What follows belongs to an exercise in optimizing a design on an open flow for small area, a short achievable clock period and few clock cycles per item; a production flow would make more cautious choices. At most, simulation tests tie the RTL to the original design; equivalence was not proved. No activity file was given, so power comes from the tool's default toggle rates.

==> inputs of trial 24 <==
// baud_divisor_search
module baud_divisor_search (
  input  logic        clk,
  input  logic        rst,
  input  logic        cfg_we,
  input  logic [13:0] cfg_wdata,
  input  logic        in_valid,
  output logic        in_stall,
  input  logic [24:0] periph_clock,
  input  logic [20:0] wanted_baud,
  output logic        out_valid,
  input  logic        out_stall,
  output logic [11:0] divisor_mantissa,
  output logic signed [3:0] divisor_exponent,
  output logic        double_speed,
  output logic [15:0] deviation,
  output logic        found
);
  typedef enum logic [3:0] {
    S_IDLE, S_QDIV, S_CHK, S_RDIV, S_LOAD, S_MUL, S_RAT, S_UPD, S_SEL, S_FMT, S_OUT
  } state_t;
  state_t      st;
  logic [14:0] tol_lim;      
  logic [24:0] pclk;
  logic [20:0] want;
  logic signed [6:0] ptr;    
  logic        pb1, pb0;     
  logic [26:0] ph;           
  logic [4:0]  cnt;
  logic [29:0] qs;           
  logic        qz;           
  logic        neg_n;        
  logic        neg_d;        
  logic signed [4:0] j;
  logic [20:0] dv;           
  logic [20:0] rr;           
  logic [21:0] rq;           
  logic        rat;          
  logic        cmp;          
  logic        v_n, v_d;     
  logic        eq_n, gt_n, eq_d, gt_d;
  logic        won_n, won_d;  
  logic        pv_n, pv_d;   
  logic        p_even;       
  logic        p_zero;       
  logic [15:0] r_n, r_d;
  logic [12:0] k_n, k_d;
  logic signed [4:0] j_n, j_d;
  logic        dbl, fnd;
  function automatic logic [4:0] bitlen(input logic [20:0] w);
    bitlen = 5'd0;
    for (int i = 0; i < 21; i++) if (w[i]) bitlen = 5'(i + 1);
  endfunction
  function automatic logic pbit(input logic [24:0] p, input logic signed [6:0] i);
    pbit = (i >= 7'sd0 && i <= 7'sd24) ? p[i[4:0]] : 1'b0;
  endfunction
  logic [4:0]  lw, lin, e;
  logic signed [6:0] ptr_st, ptr_nx;
  always_comb begin
    lw     = bitlen(want);
    lin    = bitlen(wanted_baud);
    e      = (lw + 5'd2) & 5'b11110;
    ptr_st = 7'(j) + 7'(e) - 7'sd1;
    ptr_nx = (st == S_CHK) ? ptr_st : ptr - 7'sd2;
  end
  logic [13:0] k;
  logic        qz_c;         
  logic        k_hi, brk, pos_ok, cv_n, cv_d;
  logic [13:0] lim_n, lim_d;
  always_comb begin
    qz_c   = (st == S_CHK && j == -5'sd4) ? (rr == '0) : qz;
  ...
clock: 10.0 ns
lec_check: 0
cap_margin: 20
core_margin: 2
core_utilization: 60
setup_slack_margin: 5
slew_margin: 20
run.sh (not shown) runs the stock make flow with config.mk's settings and CLKGATE_MAP_FILE= SYNTH_SCRIPT=/design/flow/synth_recipe.tcl, a recipe that flattens the netlist after the stock synthesis.
==> build 66 (differences from trial 24) <==
--- a/flow/design.v
+++ b/flow/design.v
@@ -25,56 +25,38 @@
 );
   typedef enum logic [3:0] {
     S_IDLE, S_QDIV, S_CHK, S_RDIV, S_LOAD, S_MUL, S_RAT, S_UPD, S_SEL, S_FMT, S_OUT
   } state_t;
   state_t      st;
   logic [14:0] tol_lim;      
   logic [24:0] pclk;
   logic [20:0] want;
-  logic signed [6:0] ptr;    
-  logic        pb1, pb0;     
-  logic [26:0] ph;           
-  logic [4:0]  cnt;
+  logic [25:0] pw;           
+  logic signed [5:0] ptr;    
   logic [29:0] qs;           
   logic        qz;           
   logic        neg_n;        
   logic        neg_d;        
   logic signed [4:0] j;
   logic [20:0] dv;           
   logic [20:0] rr;           
   logic [21:0] rq;           
-  logic        rat;          
+  logic [3:0]  cnt;
   logic        cmp;          
   logic        v_n, v_d;     
   logic        eq_n, gt_n, eq_d, gt_d;
   logic        won_n, won_d;  
   logic        pv_n, pv_d;   
   logic        p_even;       
   logic        p_zero;       
   logic [15:0] r_n, r_d;
   logic [12:0] k_n, k_d;
   logic signed [4:0] j_n, j_d;
   logic        dbl, fnd;
-  function automatic logic [4:0] bitlen(input logic [20:0] w);
-    bitlen = 5'd0;
-    for (int i = 0; i < 21; i++) if (w[i]) bitlen = 5'(i + 1);
-  endfunction
-  function automatic logic pbit(input logic [24:0] p, input logic signed [6:0] i);
-    pbit = (i >= 7'sd0 && i <= 7'sd24) ? p[i[4:0]] : 1'b0;
-  endfunction
-  logic [4:0]  lw, lin, e;
-  logic signed [6:0] ptr_st, ptr_nx;
-  always_comb begin
-    lw     = bitlen(want);
-    lin    = bitlen(wanted_baud);
-    e      = (lw + 5'd2) & 5'b11110;
-    ptr_st = 7'(j) + 7'(e) - 7'sd1;
-    ptr_nx = (st == S_CHK) ? ptr_st : ptr - 7'sd2;
-  end
   logic [13:0] k;
   logic        qz_c;         
   logic        k_hi, brk, pos_ok, cv_n, cv_d;
   logic [13:0] lim_n, lim_d;
   always_comb begin
     qz_c   = (st == S_CHK && j == -5'sd4) ? (rr == '0) : qz;
     k      = {1'b0, qs[13:1]} + {13'd0, qs[0]};
     k_hi   = |qs[29:14];
@@ -89,35 +71,35 @@
     else cv_d = neg_d && !k_hi && k <= lim_d;
   end
   logic        in1, in0;
   logic [22:0] trial1, trial0;
   logic [20:0] rr1, rr2;
   logic        q1, q0;
   logic [31:0] prod;
   always_comb begin
-    in1    = rat ? rq[21] : pb1;
-    in0    = rat ? rq[20] : pb0;
+    in1    = pw[25];
+    in0    = pw[24];
     trial1 = {1'b0, rr, in1} - {2'b0, dv};
     q1     = !trial1[22];
     rr1    = q1 ? trial1[20:0] : {rr[19:0], in1};
     trial0 = {1'b0, rr1, in0} - {2'b0, dv};
     q0     = !trial0[22];
     rr2    = q0 ? trial0[20:0] : {rr1[19:0], in0};
-    prod   = {rr[17:0], rq[21:8]} + {rr[14:0], rq[21:8], 3'b000} +
-             {rr[13:0], rq[21:8], 4'b0000};
+    prod   = {rr[17:0], pw[25:12]} + {rr[14:0], pw[25:12], 3'b000} +
+             {rr[13:0], pw[25:12], 4'b0000};
   end
   logic [19:0] b20_n, b20_d;
   logic [1:0]  bb_n, bb_d;
   logic        gt_n_nx, gt_d_nx, eq_n_nx, eq_d_nx, lose;
   always_comb begin
     b20_n   = {4'b0000, r_n};
     b20_d   = {4'b0000, r_d};
-    bb_n    = b20_n[{cnt[3:0] + 4'd1, 1'b0} +: 2];
-    bb_d    = b20_d[{cnt[3:0] + 4'd1, 1'b0} +: 2];
+    bb_n    = b20_n[{cnt + 4'd1, 1'b0} +: 2];
+    bb_d    = b20_d[{cnt + 4'd1, 1'b0} +: 2];
     gt_n_nx = gt_n || (cmp && eq_n && rq[1:0] > bb_n);
     gt_d_nx = gt_d || (cmp && eq_d && rq[1:0] > bb_d);
     eq_n_nx = eq_n && (!cmp || rq[1:0] == bb_n);
     eq_d_nx = eq_d && (!cmp || rq[1:0] == bb_d);
     lose    = (!v_n || gt_n_nx) && (!v_d || gt_d_nx);
   end
   logic dup, tie_n, tie_d, win_n, win_d;
   always_comb begin
@@ -192,72 +174,46 @@
           if (st == S_OUT && !out_stall) begin
             out_valid <= 1'b0;
             st        <= S_IDLE;
           end
           if (in_valid && !in_stall) begin
             pclk   <= periph_clock;
             want   <= wanted_baud;
             dv     <= wanted_baud;
-            qs     <= '0;
-            ph     <= {periph_clock, 2'b00};
-            cnt    <= '0;
-            if (lin >= 5'd17) begin
-              rr  <= {5'd0, periph_clock[24:9]};
-              ptr <= 7'sd8;
-              pb1 <= periph_clock[8];
-              pb0 <= periph_clock[7];
-            end else if (lin >= 5'd9) begin
-              rr  <= {13'd0, periph_clock[24:17]};
-              ptr <= 7'sd16;
-              pb1 <= periph_clock[16];
-              pb0 <= periph_clock[15];
-            end else begin
-              rr  <= '0;
-              ptr <= 7'sd24;
-              pb1 <= periph_clock[24];
-              pb0 <= periph_clock[23];
-            end
+            rr     <= '0;
+            pw     <= {periph_clock, 1'b0};
+            ptr    <= 6'sd24;
             r_n    <= bds_pkg::RatioNone;
             r_d    <= bds_pkg::RatioNone;
             j      <= -5'sd4;
             p_even <= 1'b0;
-            rat    <= 1'b0;
             st     <= (wanted_baud == '0) ? S_SEL : S_QDIV;
           end
         end
         S_QDIV: begin
           rr  <= rr2;
           qs  <= {qs[27:0], q1, q0};
-          ptr <= ptr_nx;
-          pb1 <= pbit(pclk, ptr_nx);
-          pb0 <= pbit(pclk, ptr_nx - 7'sd1);
-          if (5'(e - 5'd2) - cnt >= 5'd4) begin
-            ph  <= ph >> 4;
-            cnt <= cnt + 5'd4;
-          end else if (5'(e - 5'd2) - cnt >= 5'd2) begin
-            ph  <= ph >> 2;
-            cnt <= cnt + 5'd2;
-          end
-          if (ptr == -7'sd4) begin
+          pw  <= {pw[23:0], 2'b00};
+          ptr <= ptr - 6'sd2;
+          if (ptr == -6'sd4) begin
             neg_n <= |qs[27:7];
             neg_d <= |qs[27:6];
             st    <= S_CHK;
           end
         end
         S_CHK: begin
           qz  <= qz_c;
           v_n <= cv_n;
           v_d <= cv_d;
           dv  <= {8'd0, k[12:0]};
-          rr  <= ph[20:0];
+          rr  <= '0;
           rq  <= '0;
-          ptr <= ptr_nx;
-          pb1 <= pbit(pclk, ptr_nx);
-          pb0 <= pbit(pclk, ptr_nx - 7'sd1);
+          pw  <= j[0] ? {pclk, 1'b0} : {1'b0, pclk};
+          ptr <= j[0] ? 6'sd24 : 6'sd25;
           if (j >= 5'sd3 && brk) st <= S_SEL;
           else if ((cv_n || cv_d) && !dup) st <= S_RDIV;
           if (!(j >= 5'sd3 && brk) && (cv_n || cv_d) && dup && !p_zero) begin
             won_n <= win_n;
             won_d <= win_d;
             if (win_n) begin
               k_n <= k[12:0];
               j_n <= j;
@@ -266,59 +222,57 @@
               k_d <= k[12:0];
               j_d <= j;
             end
           end
         end
         S_RDIV: begin
           rr  <= rr2;
           rq  <= {rq[19:0], q1, q0};
-          ptr <= ptr_nx;
-          pb1 <= pbit(pclk, ptr_nx);
-          pb0 <= pbit(pclk, ptr_nx - 7'sd1);
-          if (ptr == 7'(j) + 7'sd1) st <= S_LOAD;
+          pw  <= {pw[23:0], 2'b00};
+          ptr <= ptr - 6'sd2;
+          if (ptr == {j[4], j} + 6'sd1) st <= S_LOAD;
         end
         S_LOAD: begin
           if (r_lt_w) begin
             rr <= {13'd0, want[20:14]};
-            rq <= {want[13:0], 8'd0};
+            pw <= {want[13:0], 12'd0};
             dv <= rq[20:0];
           end else begin
             rr <= {13'd0, rq[21:14]};
-            rq <= {rq[13:0], 8'd0};
+            pw <= {rq[13:0], 12'd0};
             dv <= want;
           end
           eq_n <= 1'b1;  gt_n <= 1'b0;
           eq_d <= 1'b1;  gt_d <= 1'b0;
           cmp  <= 1'b0;
-          cnt  <= 5'd1;
+          cnt  <= 4'd1;
           if (rq != '0) st <= S_MUL;
         end
         S_MUL: begin
-          rr[17:0] <= prod[31:14];
-          rq[21:8] <= prod[13:0];
-          cnt      <= cnt - 5'd1;
-          if (cnt == 5'd0) begin
-            cnt <= 5'd8;
-            rat <= 1'b1;
+          rr[17:0]  <= prod[31:14];
+          pw[25:12] <= prod[13:0];
+          cnt      <= cnt - 4'd1;
+          if (cnt == 4'd0) begin
+            cnt <= 4'd8;
             st  <= S_RAT;
           end
         end
         S_RAT: begin
           rr   <= rr2;
           rq   <= {rq[19:0], q1, q0};
-          cnt  <= cnt - 5'd1;
+          pw   <= {pw[23:0], 2'b00};
+          cnt  <= cnt - 4'd1;
           cmp  <= 1'b1;
           eq_n <= eq_n_nx;  gt_n <= gt_n_nx;
           eq_d <= eq_d_nx;  gt_d <= gt_d_nx;
           if (lose) begin
             won_n <= 1'b0;
             won_d <= 1'b0;
-          end else if (cnt == 5'd0) begin
-            rat <= 1'b0;
+          end else if (cnt == 4'd0) begin
             st  <= S_UPD;
           end
         end
         S_UPD: begin
           won_n <= win_n;
           won_d <= win_d;
           if (win_n) begin
             r_n <= rq[15:0];
@@ -347,19 +301,17 @@
           k_n       <= none ? 13'd0 : m_out;
           j_n       <= none ? 5'sd0 : e_out;
           st        <= S_OUT;
           out_valid <= 1'b1;
         end
         default: st <= S_IDLE;
       endcase
       if (adv) begin
-        rat    <= 1'b0;
         qs     <= qs >> 1;
-        ph     <= ph >> 1;
         qz     <= qz_c && !qs[0];
         j      <= j + 5'sd1;
         st     <= (j == 5'sd11) ? S_SEL : S_CHK;
         p_even <= adv_even;
         p_zero <= adv_zero;
         pv_n   <= (st == S_CHK) ? cv_n : v_n;
         pv_d   <= (st == S_CHK) ? cv_d : v_d;
       end
- CORE_UTILIZATION: 60 -> 40
- SETUP_SLACK_MARGIN: 5 -> 4
==> impl_metrics.yaml <==
run_status:
  status: "timing/DRC/antenna clean"
final_layout:
  multi_input_gates: 1849
  n_antenna_cell: 1
  buffers: 219
floorplan:
  die_x_um: 200
pwr:
  swShare_pct: 46.2
  comb_power_uw: 7310
  pwr-share-comb_pct: 69.1
sta:
  period_minus_slack_ns: 5.42
  relSlewSlack_pct: 34.4
  tightest_slew_ns: 0.982
  max_freq_mhz: 185
synthesis:
  synth_edf_count: 271
  ys_ff_latch: 291
global_route:
  use_met2_pct: 55.9
  use_met1_pct: 51.8
  grt_use_met3_pct: 7.66
routing:
  vias: 20867
  dr_wl_met3_um: 8410
  wire_per_inst_um: 24.8
[end of results for trial 24]
==> impl_metrics.yaml <==
sta:
  relSlewSlack_pct: 31.7
  tightest_slew_ns: 1.02
  max_freq_mhz: 174
  fin_skew_ns: 0.0253
  period_minus_slack_ns: 5.74
floorplan:
  die_x_um: 233
synthesis:
  ys_ff_latch: 285
  synth_edf_count: 265
routing:
  dr_wl_met3_um: 3400
  wire_per_inst_um: 21.5
  vias: 16808
final_layout:
  multi_input_gates: 1560
  buffers: 134
  n_antenna_cell: 0
global_route:
  antenna_found_initial: 2
  grt_use_met3_pct: 3.17
pwr:
  pwr-share-comb_pct: 64.2
  comb_power_uw: 5880
run_status:
  status: "timing/DRC/antenna clean"
[end of results for build 66]
Testbench counts of trial 24, summed over its fixed seeds: cycles 36,717, items 288.
No functional check of the RTL was part of build 66.


==> raven: inputs <==
==> flow/design.v <==
`timescale 1ns / 1ps
package bds_pkg;
  localparam logic [14:0] TolLimReset = 15'd10200;   
  localparam logic [15:0] RatioNone   = 16'hFFFF;
  localparam logic [15:0] RatioUnit   = 16'd10000;
endpackage
`timescale 1ns / 1ps
`timescale 1ns / 1ps
module baud_divisor_search (
  input  logic        clk,
  input  logic        rst,
  input  logic        cfg_we,
  input  logic [13:0] cfg_wdata,
  input  logic        in_valid,
  output logic        in_stall,
  input  logic [24:0] periph_clock,
  input  logic [20:0] wanted_baud,
  output logic        out_valid,
  input  logic        out_stall,
  output logic [11:0] divisor_mantissa,
  output logic signed [3:0] divisor_exponent,
  output logic        double_speed,
  output logic [15:0] deviation,
  output logic        found
);
  typedef enum logic [3:0] {
    S_IDLE, S_PREP, S_QDIV, S_WAIT, S_CHK, S_RDIV, S_LOAD, S_MUL, S_RAT, S_UPD
  } state_t;
  typedef enum logic [1:0] {O_IDLE, O_SEL, O_FMT, O_OUT} ostate_t;
  ostate_t     ost;
  logic        wz;           
  state_t      st;
  logic [14:0] tol_lim;      
  logic [24:0] pclk;
  logic [20:0] want;
  logic signed [6:0] ptr;    
  logic        pb1, pb0;     
  logic [26:0] ph;           
  logic [4:0]  cnt;
  logic [29:0] qs;           
  logic        qz;           
  logic        neg_n;        
  logic        neg_d;        
  logic signed [4:0] j;
  logic [20:0] dv;           
  logic [22:0] d3;           
  logic [20:0] rr;           
  logic [21:0] rq;           
  logic        rat;          
  logic        cmp;          
  logic        v_n, v_d;     
  logic        eq_n, gt_n, eq_d, gt_d;
  logic        won_n, won_d;  
  logic        pv_n, pv_d;   
  logic        p_even;       
  logic        p_zero;       
  logic [15:0] r_n, r_d;
  logic [12:0] k_n, k_d;
  logic signed [4:0] j_n, j_d;
  logic        dbl, fnd;
  function automatic logic [4:0] bitlen(input logic [20:0] w);
    bitlen = 5'd0;
    for (int i = 0; i < 21; i++) if (w[i]) bitlen = 5'(i + 1);
  endfunction
  function automatic logic pbit(input logic [24:0] p, input logic signed [6:0] i);
    pbit = (i >= 7'sd0 && i <= 7'sd24) ? p[i[4:0]] : 1'b0;
  endfunction
  logic [4:0]  lin, e_in;
  logic [4:0]  e;            
  logic signed [6:0] ptr_st, ptr_nx;
  logic        pb1_nx, pb0_nx;
  always_comb begin
    lin    = bitlen(want);
    e_in   = (lin + 5'd2) & 5'b11110;
    ptr_st = 7'(j) + 7'(e) - 7'sd1;
    ptr_nx = (st == S_CHK) ? ptr_st : ptr - 7'sd2;
    pb1_nx = pbit(pclk, ptr_nx);
    pb0_nx = pbit(pclk, ptr_nx - 7'sd1);
  end
  logic [6:0]  tm;           
  logic [13:0] k;
  logic        qz_c;         
  logic        k_hi, brk, pos_ok, cv_n, cv_d, le_n, le_d;
  logic [6:0]  tm_n;
  always_comb begin
    qz_c   = (st == S_CHK && j == -5'sd4) ? (rr == '0) : qz;
    k      = {1'b0, qs[13:1]} + {13'd0, qs[0]};
    k_hi   = |qs[29:14];
    brk    = (qs == 30'd0) || (qs == 30'd1 && qz_c);
    pos_ok = !brk && !k_hi && k[13:12] == 2'b00;
    tm_n   = {tm[5:0], 1'b1};
    le_n   = k[13:12] == 2'b00 ||
             (k[13:12] == 2'b01 && k[11:7] == 5'd0 && k[6:0] < tm_n);
    le_d   = k[13:12] == 2'b00 ||
             (k[13:12] == 2'b01 && k[11:7] == 5'd0 && k[6:0] < tm);
    if (j >= 5'sd4) cv_n = pos_ok;
    else if (j >= -5'sd3) cv_n = neg_n && !k_hi && le_n;
    else cv_n = 1'b0;
    if (j >= 5'sd3) cv_d = pos_ok && (j <= 5'sd10);
    else cv_d = neg_d && !k_hi && le_d;
  end
  logic        in1, in0;
  logic [22:0] xq;
  logic [23:0] t1, t2, t3;
  logic [20:0] rr2;
  logic        q1, q0;
  logic [31:0] prod;
  always_comb begin
    in1 = rat ? rq[21] : pb1;
    in0 = rat ? rq[20] : pb0;
    xq  = {rr, in1, in0};
    t1  = {1'b0, xq} - {3'b0, dv};
    t2  = {1'b0, xq} - {2'b0, dv, 1'b0};
    t3  = {1'b0, xq} - {1'b0, d3};
    if (!t3[23]) begin
      {q1, q0} = 2'd3;  rr2 = t3[20:0];
    end else if (!t2[23]) begin
      {q1, q0} = 2'd2;  rr2 = t2[20:0];
    end else if (!t1[23]) begin
      {q1, q0} = 2'd1;  rr2 = t1[20:0];
    end else begin
      {q1, q0} = 2'd0;  rr2 = xq[20:0];
    end
    prod   = {rr[17:0], rq[21:8]} + {rr[14:0], rq[21:8], 3'b000} +
             {rr[13:0], rq[21:8], 4'b0000};
  end
  function automatic logic [1:0] best_pair(input logic [15:0] r, input logic [3:0] c);
    case (c)
      4'd7:    best_pair = 2'b00;
      4'd6:    best_pair = r[15:14];
      4'd5:    best_pair = r[13:12];
      4'd4:    best_pair = r[11:10];
      4'd3:    best_pair = r[9:8];
      4'd2:    best_pair = r[7:6];
      4'd1:    best_pair = r[5:4];
      4'd0:    best_pair = r[3:2];
      4'd15:   best_pair = r[1:0];
      default: best_pair = 2'b00;
    endcase
  endfunction
  logic [1:0]  bb_n, bb_d;
  logic        gt_n_nx, gt_d_nx, eq_n_nx, eq_d_nx, lose;
  always_comb begin
    bb_n    = best_pair(r_n, cnt[3:0]);
    bb_d    = best_pair(r_d, cnt[3:0]);
    gt_n_nx = gt_n || (cmp && eq_n && rq[1:0] > bb_n);
    gt_d_nx = gt_d || (cmp && eq_d && rq[1:0] > bb_d);
    eq_n_nx = eq_n && (!cmp || rq[1:0] == bb_n);
    eq_d_nx = eq_d && (!cmp || rq[1:0] == bb_d);
    lose    = (!v_n || gt_n_nx) && (!v_d || gt_d_nx);
  end
  logic dup, tie_n, tie_d, win_n, win_d;
  always_comb begin
    dup   = p_even && (!cv_n || pv_n) && (!cv_d || pv_d);
    tie_n = r_n != bds_pkg::RatioNone && j_n < 5'sd4;
    tie_d = r_d != bds_pkg::RatioNone && j_d < 5'sd3;
    if (st == S_CHK) begin
      win_n = cv_n && won_n && tie_n;
      win_d = cv_d && won_d && tie_d;
    end else begin
      win_n = v_n && !gt_n_nx && (!eq_n_nx || tie_n);
      win_d = v_d && !gt_d_nx && (!eq_d_nx || tie_d);
    end
  end
  logic r_lt_w;
  assign r_lt_w = rq < {1'b0, want};
  logic [20:0] dv_nx;
  logic [22:0] d3_nx;
  always_comb begin
    if (st == S_CHK) dv_nx = {8'd0, k[12:0]};
    else if (st == S_MUL) dv_nx = dv;
    else dv_nx = dv;
    d3_nx = {2'b00, dv_nx} + {1'b0, dv_nx, 1'b0};
  end
  logic        tol_ok, none;
  logic [15:0] dev;
  logic signed [4:0] e_out;
  logic [12:0] m_out;
  always_comb begin
    tol_ok = r_n <= {1'b0, tol_lim};
    none   = r_n == bds_pkg::RatioNone;
    dev    = r_n - bds_pkg::RatioUnit;
    e_out  = j_n - (dbl ? 5'sd3 : 5'sd4);
    if (!e_out[4]) m_out = k_n - 13'd1;
    else m_out = k_n - (13'd1 << (3'd0 - e_out[2:0]));
  end
  logic adv, adv_even, adv_zero;
  always_comb begin
    adv      = 1'b0;
    adv_even = 1'b0;
    adv_zero = p_zero;
    case (st)
      S_CHK: begin
        if (!(j >= 5'sd3 && brk) && (!(cv_n || cv_d) || dup)) begin
          adv      = 1'b1;
          adv_even = dup && (cv_n || cv_d) && !k[0];
        end
      end
      S_LOAD: begin
        if (rq == '0) begin
          adv      = 1'b1;
          adv_even = !dv[0];
          adv_zero = 1'b1;
        end
      end
      S_RAT: begin
        if (lose) begin
          adv      = 1'b1;
          adv_even = !k[0];
          adv_zero = 1'b0;
        end
      end
      S_UPD: begin
        adv      = 1'b1;
        adv_even = !k[0];
        adv_zero = 1'b0;
      end
      default: ;
    endcase
  end
  always_ff @(posedge clk) begin
    if (rst) begin
      st        <= S_IDLE;
      ost       <= O_IDLE;
      tol_lim   <= bds_pkg::TolLimReset;
      out_valid <= 1'b0;
    end else begin
      if (cfg_we) tol_lim <= {1'b0, cfg_wdata} + 15'(bds_pkg::RatioUnit);
      case (st)
        S_IDLE: begin
          if (in_valid) begin
            pclk   <= periph_clock;
            want   <= wanted_baud;
            dv     <= wanted_baud;
            wz     <= wanted_baud == '0;
            st     <= (wanted_baud == '0) ? S_WAIT : S_PREP;
          end
        end
        S_PREP: begin
          d3     <= d3_nx;
          qs     <= '0;
          ph     <= {pclk, 2'b00};
          e      <= e_in;
          cnt    <= e_in - 5'd2;   
          if (lin >= 5'd17) begin
            rr  <= {5'd0, pclk[24:9]};
            ptr <= 7'sd8;
            pb1 <= pclk[8];
            pb0 <= pclk[7];
          end else if (lin >= 5'd9) begin
            rr  <= {13'd0, pclk[24:17]};
            ptr <= 7'sd16;
            pb1 <= pclk[16];
            pb0 <= pclk[15];
          end else begin
            rr  <= '0;
            ptr <= 7'sd24;
            pb1 <= pclk[24];
            pb0 <= pclk[23];
          end
          j      <= -5'sd4;
          tm     <= 7'h7f;
          p_even <= 1'b0;
          rat    <= 1'b0;
          st     <= S_QDIV;
        end
        S_QDIV: begin
          rr  <= rr2;
          qs  <= {qs[27:0], q1, q0};
          ptr <= ptr_nx;
          pb1 <= pb1_nx;
          pb0 <= pb0_nx;
          if (cnt[4:2] != 3'd0) begin
            ph  <= ph >> 4;
            cnt <= cnt - 5'd4;
          end else if (cnt[1]) begin
            ph  <= ph >> 2;
            cnt <= cnt - 5'd2;
          end
          if (ptr == -7'sd4) begin
            neg_n <= |qs[27:7];
            neg_d <= |qs[27:6];
            st    <= S_WAIT;
          end
        end
        S_WAIT: begin
          if (ost == O_IDLE || (ost == O_OUT && !out_stall && !wz)) begin
            r_n <= bds_pkg::RatioNone;
            r_d <= bds_pkg::RatioNone;
            st  <= wz ? S_IDLE : S_CHK;
            if (wz) ost <= O_SEL;
          end
        end
        S_CHK: begin
          qz  <= qz_c;
          v_n <= cv_n;
          v_d <= cv_d;
          dv  <= {8'd0, k[12:0]};
          d3  <= d3_nx;
          rr  <= ph[20:0];
          rq  <= '0;
          ptr <= ptr_nx;
          pb1 <= pb1_nx;
          pb0 <= pb0_nx;
          if (j >= 5'sd3 && brk) begin
            st  <= S_IDLE;
            ost <= O_SEL;
          end
          else if ((cv_n || cv_d) && !dup) st <= S_RDIV;
          if (!(j >= 5'sd3 && brk) && (cv_n || cv_d) && dup && !p_zero) begin
            won_n <= win_n;
            won_d <= win_d;
            if (win_n) begin
              k_n <= k[12:0];
              j_n <= j;
            end
            if (win_d) begin
              k_d <= k[12:0];
              j_d <= j;
            end
          end
        end
        S_RDIV: begin
          rr  <= rr2;
          rq  <= {rq[19:0], q1, q0};
          ptr <= ptr_nx;
          pb1 <= pb1_nx;
          pb0 <= pb0_nx;
          if (ptr == 7'(j) + 7'sd1) st <= S_LOAD;
        end
        S_LOAD: begin
          if (r_lt_w) begin
            rr <= {13'd0, want[20:14]};
            rq <= {want[13:0], 8'd0};
            dv <= rq[20:0];
          end else begin
            rr <= {13'd0, rq[21:14]};
            rq <= {rq[13:0], 8'd0};
            dv <= want;
          end
          eq_n <= 1'b1;  gt_n <= 1'b0;
          eq_d <= 1'b1;  gt_d <= 1'b0;
          cmp  <= 1'b0;
          cnt  <= 5'd1;
          if (rq != '0) st <= S_MUL;
        end
        S_MUL: begin
          d3       <= d3_nx;
          rr[17:0] <= prod[31:14];
          rq[21:8] <= prod[13:0];
          cnt      <= cnt - 5'd1;
          if (cnt == 5'd0) begin
            cnt <= 5'd8;
            rat <= 1'b1;
            st  <= S_RAT;
          end
        end
        S_RAT: begin
          rr   <= rr2;
          rq   <= {rq[19:0], q1, q0};
          cnt  <= cnt - 5'd1;
          cmp  <= 1'b1;
          eq_n <= eq_n_nx;  gt_n <= gt_n_nx;
          eq_d <= eq_d_nx;  gt_d <= gt_d_nx;
          if (lose) begin
            won_n <= 1'b0;
            won_d <= 1'b0;
          end else if (cnt == 5'd0) begin
            rat <= 1'b0;
            st  <= S_UPD;
          end
        end
        S_UPD: begin
          won_n <= win_n;
          won_d <= win_d;
          if (win_n) begin
            r_n <= rq[15:0];
            k_n <= k[12:0];
            j_n <= j;
          end
          if (win_d) begin
            r_d <= rq[15:0];
            k_d <= k[12:0];
            j_d <= j;
          end
        end
        default: st <= S_IDLE;
      endcase
      if (adv) begin
        rat    <= 1'b0;
        qs     <= qs >> 1;
        ph     <= ph >> 1;
        tm     <= tm >> 1;
        qz     <= qz_c && !qs[0];
        j      <= j + 5'sd1;
        st     <= (j == 5'sd11) ? S_IDLE : S_CHK;
        if (j == 5'sd11) ost <= O_SEL;
        p_even <= adv_even;
        p_zero <= adv_zero;
        pv_n   <= (st == S_CHK) ? cv_n : v_n;
        pv_d   <= (st == S_CHK) ? cv_d : v_d;
      end
      case (ost)
        O_SEL: begin
          dbl <= 1'b0;
          if (!tol_ok && r_d != bds_pkg::RatioNone) begin
            dbl <= 1'b1;
            r_n <= r_d;
            k_n <= k_d;
            j_n <= j_d;
          end
          ost <= O_FMT;
        end
        O_FMT: begin
          fnd       <= !none;
          r_n       <= none ? 16'd0 : dev;
          k_n       <= none ? 13'd0 : m_out;
          j_n       <= none ? 5'sd0 : e_out;
          ost       <= O_OUT;
          out_valid <= 1'b1;
        end
        O_OUT: begin
          if (!out_stall) begin
            out_valid <= 1'b0;
            ost       <= O_IDLE;
          end
        end
        default: ;
      endcase
    end
  end
  assign in_stall         = st != S_IDLE;
  assign divisor_mantissa = k_n[11:0];
  assign divisor_exponent = j_n[3:0];
  assign double_speed     = dbl;
  assign deviation        = r_n;
  assign found            = fnd;
endmodule
==> flow/run.sh <==
#!/bin/bash
# synth_recipe.tcl (not shown) runs the flow's synth.tcl, then flattens the netlist and writes it again
# the make line also repeats each setting of config.mk as NAME=value (left out here)
make -C /OpenROAD-flow-scripts/flow DESIGN_CONFIG=/design/flow/config.mk WORK_HOME=/design/flow/orfs CLKGATE_MAP_FILE= SYNTH_SCRIPT=/design/flow/synth_recipe.tcl finish
==> flow/config.mk <==
export PLATFORM = sky130hd
export DESIGN_NAME = baud_divisor_search
export DESIGN_NICKNAME = baud_divisor_search
export VERILOG_FILES = /design/flow/design.v
export SDC_FILE = /design/flow/constraint.sdc
export NUM_CORES = 4
export LEC_CHECK = 0
export CAP_MARGIN = 20
export CORE_MARGIN = 2
export CORE_UTILIZATION = 40
export SETUP_SLACK_MARGIN = 5
export SLEW_MARGIN = 20
==> flow/constraint.sdc <==
create_clock -name core_clock -period 10.0 [get_ports {clk}]
set_input_delay 2.0000 -clock core_clock [delete_from_list [all_inputs] [get_ports {clk}]]
set_output_delay 2.0000 -clock core_clock [all_outputs]
set_load 0.01 [all_outputs]
==> indigo (differences from raven) <==
--- a/flow/design.v
+++ b/flow/design.v
@@ -1,5 +1,5 @@
 `timescale 1ns / 1ps
 package bds_pkg;
-  localparam logic [14:0] TolLimReset = 15'd10200;   
+  localparam logic [13:0] TolReset    = 14'd200;
   localparam logic [15:0] RatioNone   = 16'hFFFF;
   localparam logic [15:0] RatioUnit   = 16'd10000;
@@ -25,11 +25,8 @@
 );
   typedef enum logic [3:0] {
-    S_IDLE, S_PREP, S_QDIV, S_WAIT, S_CHK, S_RDIV, S_LOAD, S_MUL, S_RAT, S_UPD
+    S_IDLE, S_PREP, S_QDIV, S_CHK, S_RDIV, S_LOAD, S_MUL, S_RAT, S_UPD, S_SEL, S_FMT, S_OUT
   } state_t;
-  typedef enum logic [1:0] {O_IDLE, O_SEL, O_FMT, O_OUT} ostate_t;
-  ostate_t     ost;
-  logic        wz;           
   state_t      st;
-  logic [14:0] tol_lim;      
+  logic [13:0] tolerance;
   logic [24:0] pclk;
   logic [20:0] want;
@@ -44,5 +41,4 @@
   logic signed [4:0] j;
   logic [20:0] dv;           
-  logic [22:0] d3;           
   logic [20:0] rr;           
   logic [21:0] rq;           
@@ -101,25 +97,17 @@
   end
   logic        in1, in0;
-  logic [22:0] xq;
-  logic [23:0] t1, t2, t3;
-  logic [20:0] rr2;
+  logic [22:0] trial1, trial0;
+  logic [20:0] rr1, rr2;
   logic        q1, q0;
   logic [31:0] prod;
   always_comb begin
-    in1 = rat ? rq[21] : pb1;
-    in0 = rat ? rq[20] : pb0;
-    xq  = {rr, in1, in0};
-    t1  = {1'b0, xq} - {3'b0, dv};
-    t2  = {1'b0, xq} - {2'b0, dv, 1'b0};
-    t3  = {1'b0, xq} - {1'b0, d3};
-    if (!t3[23]) begin
-      {q1, q0} = 2'd3;  rr2 = t3[20:0];
-    end else if (!t2[23]) begin
-      {q1, q0} = 2'd2;  rr2 = t2[20:0];
-    end else if (!t1[23]) begin
-      {q1, q0} = 2'd1;  rr2 = t1[20:0];
-    end else begin
-      {q1, q0} = 2'd0;  rr2 = xq[20:0];
-    end
+    in1    = rat ? rq[21] : pb1;
+    in0    = rat ? rq[20] : pb0;
+    trial1 = {1'b0, rr, in1} - {2'b0, dv};
+    q1     = !trial1[22];
+    rr1    = q1 ? trial1[20:0] : {rr[19:0], in1};
+    trial0 = {1'b0, rr1, in0} - {2'b0, dv};
+    q0     = !trial0[22];
+    rr2    = q0 ? trial0[20:0] : {rr1[19:0], in0};
     prod   = {rr[17:0], rq[21:8]} + {rr[14:0], rq[21:8], 3'b000} +
              {rr[13:0], rq[21:8], 4'b0000};
@@ -165,12 +153,4 @@
   logic r_lt_w;
   assign r_lt_w = rq < {1'b0, want};
-  logic [20:0] dv_nx;
-  logic [22:0] d3_nx;
-  always_comb begin
-    if (st == S_CHK) dv_nx = {8'd0, k[12:0]};
-    else if (st == S_MUL) dv_nx = dv;
-    else dv_nx = dv;
-    d3_nx = {2'b00, dv_nx} + {1'b0, dv_nx, 1'b0};
-  end
   logic        tol_ok, none;
   logic [15:0] dev;
@@ -178,7 +158,7 @@
   logic [12:0] m_out;
   always_comb begin
-    tol_ok = r_n <= {1'b0, tol_lim};
     none   = r_n == bds_pkg::RatioNone;
     dev    = r_n - bds_pkg::RatioUnit;
+    tol_ok = dev <= {2'b00, tolerance};
     e_out  = j_n - (dbl ? 5'sd3 : 5'sd4);
     if (!e_out[4]) m_out = k_n - 13'd1;
@@ -222,21 +202,24 @@
     if (rst) begin
       st        <= S_IDLE;
-      ost       <= O_IDLE;
-      tol_lim   <= bds_pkg::TolLimReset;
+      tolerance <= bds_pkg::TolReset;
       out_valid <= 1'b0;
     end else begin
-      if (cfg_we) tol_lim <= {1'b0, cfg_wdata} + 15'(bds_pkg::RatioUnit);
+      if (cfg_we) tolerance <= cfg_wdata;
       case (st)
-        S_IDLE: begin
-          if (in_valid) begin
+        S_IDLE, S_OUT: begin
+          if (st == S_OUT && !out_stall) begin
+            out_valid <= 1'b0;
+            st        <= S_IDLE;
+          end
+          if (in_valid && !in_stall) begin
             pclk   <= periph_clock;
             want   <= wanted_baud;
             dv     <= wanted_baud;
-            wz     <= wanted_baud == '0;
-            st     <= (wanted_baud == '0) ? S_WAIT : S_PREP;
+            r_n    <= bds_pkg::RatioNone;
+            r_d    <= bds_pkg::RatioNone;
+            st     <= (wanted_baud == '0) ? S_SEL : S_PREP;
           end
         end
         S_PREP: begin
-          d3     <= d3_nx;
           qs     <= '0;
           ph     <= {pclk, 2'b00};
@@ -281,13 +264,5 @@
             neg_n <= |qs[27:7];
             neg_d <= |qs[27:6];
-            st    <= S_WAIT;
-          end
-        end
-        S_WAIT: begin
-          if (ost == O_IDLE || (ost == O_OUT && !out_stall && !wz)) begin
-            r_n <= bds_pkg::RatioNone;
-            r_d <= bds_pkg::RatioNone;
-            st  <= wz ? S_IDLE : S_CHK;
-            if (wz) ost <= O_SEL;
+            st    <= S_CHK;
           end
         end
@@ -297,5 +272,4 @@
           v_d <= cv_d;
           dv  <= {8'd0, k[12:0]};
-          d3  <= d3_nx;
           rr  <= ph[20:0];
           rq  <= '0;
@@ -303,8 +277,5 @@
           pb1 <= pb1_nx;
           pb0 <= pb0_nx;
-          if (j >= 5'sd3 && brk) begin
-            st  <= S_IDLE;
-            ost <= O_SEL;
-          end
+          if (j >= 5'sd3 && brk) st <= S_SEL;
           else if ((cv_n || cv_d) && !dup) st <= S_RDIV;
           if (!(j >= 5'sd3 && brk) && (cv_n || cv_d) && dup && !p_zero) begin
@@ -346,5 +317,4 @@
         end
         S_MUL: begin
-          d3       <= d3_nx;
           rr[17:0] <= prod[31:14];
           rq[21:8] <= prod[13:0];
@@ -385,22 +355,5 @@
           end
         end
-        default: st <= S_IDLE;
-      endcase
-      if (adv) begin
-        rat    <= 1'b0;
-        qs     <= qs >> 1;
-        ph     <= ph >> 1;
-        tm     <= tm >> 1;
-        qz     <= qz_c && !qs[0];
-        j      <= j + 5'sd1;
-        st     <= (j == 5'sd11) ? S_IDLE : S_CHK;
-        if (j == 5'sd11) ost <= O_SEL;
-        p_even <= adv_even;
-        p_zero <= adv_zero;
-        pv_n   <= (st == S_CHK) ? cv_n : v_n;
-        pv_d   <= (st == S_CHK) ? cv_d : v_d;
-      end
-      case (ost)
-        O_SEL: begin
+        S_SEL: begin
           dbl <= 1'b0;
           if (!tol_ok && r_d != bds_pkg::RatioNone) begin
@@ -410,22 +363,29 @@
             j_n <= j_d;
           end
-          ost <= O_FMT;
+          st <= S_FMT;
         end
-        O_FMT: begin
+        S_FMT: begin
           fnd       <= !none;
           r_n       <= none ? 16'd0 : dev;
           k_n       <= none ? 13'd0 : m_out;
           j_n       <= none ? 5'sd0 : e_out;
-          ost       <= O_OUT;
+          st        <= S_OUT;
           out_valid <= 1'b1;
         end
-        O_OUT: begin
-          if (!out_stall) begin
-            out_valid <= 1'b0;
-            ost       <= O_IDLE;
-          end
-        end
-        default: ;
+        default: st <= S_IDLE;
       endcase
+      if (adv) begin
+        rat    <= 1'b0;
+        qs     <= qs >> 1;
+        ph     <= ph >> 1;
+        tm     <= tm >> 1;
+        qz     <= qz_c && !qs[0];
+        j      <= j + 5'sd1;
+        st     <= (j == 5'sd11) ? S_SEL : S_CHK;
+        p_even <= adv_even;
+        p_zero <= adv_zero;
+        pv_n   <= (st == S_CHK) ? cv_n : v_n;
+        pv_d   <= (st == S_CHK) ? cv_d : v_d;
+      end
     end
   end
==> cedar (differences from raven) <==
--- a/flow/design.v
+++ b/flow/design.v
@@ -25,5 +25,5 @@
 );
   typedef enum logic [3:0] {
-    S_IDLE, S_PREP, S_QDIV, S_WAIT, S_CHK, S_RDIV, S_LOAD, S_MUL, S_RAT, S_UPD
+    S_IDLE, S_QDIV, S_WAIT, S_CHK, S_RDIV, S_LOAD, S_MUL, S_RAT, S_UPD
   } state_t;
   typedef enum logic [1:0] {O_IDLE, O_SEL, O_FMT, O_OUT} ostate_t;
@@ -71,5 +71,5 @@
   logic        pb1_nx, pb0_nx;
   always_comb begin
-    lin    = bitlen(want);
+    lin    = bitlen(wanted_baud);
     e_in   = (lin + 5'd2) & 5'b11110;
     ptr_st = 7'(j) + 7'(e) - 7'sd1;
@@ -170,5 +170,5 @@
     if (st == S_CHK) dv_nx = {8'd0, k[12:0]};
     else if (st == S_MUL) dv_nx = dv;
-    else dv_nx = dv;
+    else dv_nx = wanted_baud;
     d3_nx = {2'b00, dv_nx} + {1'b0, dv_nx, 1'b0};
   end
@@ -233,36 +233,33 @@
             want   <= wanted_baud;
             dv     <= wanted_baud;
+            d3     <= d3_nx;
+            qs     <= '0;
+            ph     <= {periph_clock, 2'b00};
+            e      <= e_in;
+            cnt    <= e_in - 5'd2;   
+            if (lin >= 5'd17) begin
+              rr  <= {5'd0, periph_clock[24:9]};
+              ptr <= 7'sd8;
+              pb1 <= periph_clock[8];
+              pb0 <= periph_clock[7];
+            end else if (lin >= 5'd9) begin
+              rr  <= {13'd0, periph_clock[24:17]};
+              ptr <= 7'sd16;
+              pb1 <= periph_clock[16];
+              pb0 <= periph_clock[15];
+            end else begin
+              rr  <= '0;
+              ptr <= 7'sd24;
+              pb1 <= periph_clock[24];
+              pb0 <= periph_clock[23];
+            end
+            j      <= -5'sd4;
+            tm     <= 7'h7f;
+            p_even <= 1'b0;
+            rat    <= 1'b0;
             wz     <= wanted_baud == '0;
-            st     <= (wanted_baud == '0) ? S_WAIT : S_PREP;
+            st     <= (wanted_baud == '0) ? S_WAIT : S_QDIV;
           end
         end
-        S_PREP: begin
-          d3     <= d3_nx;
-          qs     <= '0;
-          ph     <= {pclk, 2'b00};
-          e      <= e_in;
-          cnt    <= e_in - 5'd2;   
-          if (lin >= 5'd17) begin
-            rr  <= {5'd0, pclk[24:9]};
-            ptr <= 7'sd8;
-            pb1 <= pclk[8];
-            pb0 <= pclk[7];
-          end else if (lin >= 5'd9) begin
-            rr  <= {13'd0, pclk[24:17]};
-            ptr <= 7'sd16;
-            pb1 <= pclk[16];
-            pb0 <= pclk[15];
-          end else begin
-            rr  <= '0;
-            ptr <= 7'sd24;
-            pb1 <= pclk[24];
-            pb0 <= pclk[23];
-          end
-          j      <= -5'sd4;
-          tm     <= 7'h7f;
-          p_even <= 1'b0;
-          rat    <= 1'b0;
-          st     <= S_QDIV;
-        end
         S_QDIV: begin
           rr  <= rr2;
==> summary.txt <==
Status: cedar complete, no violations; raven complete, no violations; indigo complete, no violations
Die extent in y: cedar 261 um; raven 259 um; indigo 241 um
Required arrival time at the worst endpoint: cedar 10.32 ns; raven 10.43 ns; indigo 10.34 ns
Met3 Routed Length: cedar 6.92 mm; raven 6.41 mm; indigo 5.73 mm
Met2 Track Usage GR: cedar 40.0%; raven 41.5%; indigo 40.1%
Top cell type's share of synthesized area: cedar 34.9%; raven 35.2%; indigo 37.8%
Post-placement setup slack: cedar 3.22 ns; raven 4.94 ns; indigo 3.50 ns
X dimension of the die: cedar 261 um; raven 259 um; indigo 241 um
Standard-cell row count: cedar 94; raven 93; indigo 86
Detailed-router iteration count before antenna repair: cedar 5; raven 7; indigo 6
PnR Total Power: cedar 9.21 mW; raven 10.3 mW; indigo 7.99 mW
Multi-input gate area in the final layout: cedar 0.0158 sq mm; raven 0.0153 sq mm; indigo 0.0130 sq mm
Number of enable flip-flop cells after synthesis: cedar 306; raven 306; indigo 282
Clock tree cell share of total cell area: cedar 4.32%; raven 4.75%; indigo 4.78%
Multi-input combinational gate total: cedar 2214; raven 2159; indigo 1708
Share of synthesized area occupied by flip-flops and latches: cedar 36.6%; raven 36.9%; indigo 39.5%
Pin count of the biggest net entering global routing: cedar 66; raven 91; indigo 49
Proportion of synthesized area in mux cells: cedar 3.36%; raven 4.54%; indigo 6.49%
Number of instances in the synthesized netlist: cedar 2859; raven 2797; indigo 2286
Arithmetic-cell share of the synthesized area counting full adders, half adders and majority gates: cedar 13.4%; raven 13.5%; indigo 12.7%
Overall via count from detail_route: cedar 23100; raven 22700; indigo 19100
Met1 Routed Length: cedar 38.3 mm; raven 37.7 mm; indigo 31.9 mm
Testbench counts of indigo, summed over its fixed seeds: cycles 37,287, items 288.
For raven and cedar, only the layout was checked, not whether the RTL still works.

what the ideal ports hide:
No port has a modelled driver above. Below, the same layouts with a new extraction and two added sets of constraints.
Step 1, drivers: a clkbuf_16 drives clk and a buf_2 each remaining input, both assumed.
Step 2 also shifts input and output timing later by t, the mid clock arrival at the registers, as if the neighbouring blocks saw the same clock.
a / b / c = ideal / step 1 / step 2; a / b = the first two.
| run | t (ns) | setup WS [ns] | clock arrival spread, ns | worst slew at a driven data input, ns |
|---|---|---|---|---|
| trial 24 | 0.606 | 4.585 / 4.585 / 4.585 | 0.018 / 0.018 | 0.04 |
| build 66 | 0.618 | 4.262 / 4.262 / 4.262 | 0.027 / 0.026 | 0.05 |
| raven | 0.628 | 5.211 / 5.211 / 5.211 | 0.018 / 0.018 | 0.04 |
| indigo | 0.635 | 4.903 / 4.903 / 4.903 | 0.033 / 0.033 | 0.07 |
| cedar | 0.639 | 5.074 / 5.066 / 4.427 | 0.032 / 0.032 | 0.09 |
After both steps setup and hold are still met in every run listed. For cedar, which loses most, drivers alone change the setup slack by -0.008 ns; drivers and shift together by -0.647 ns.
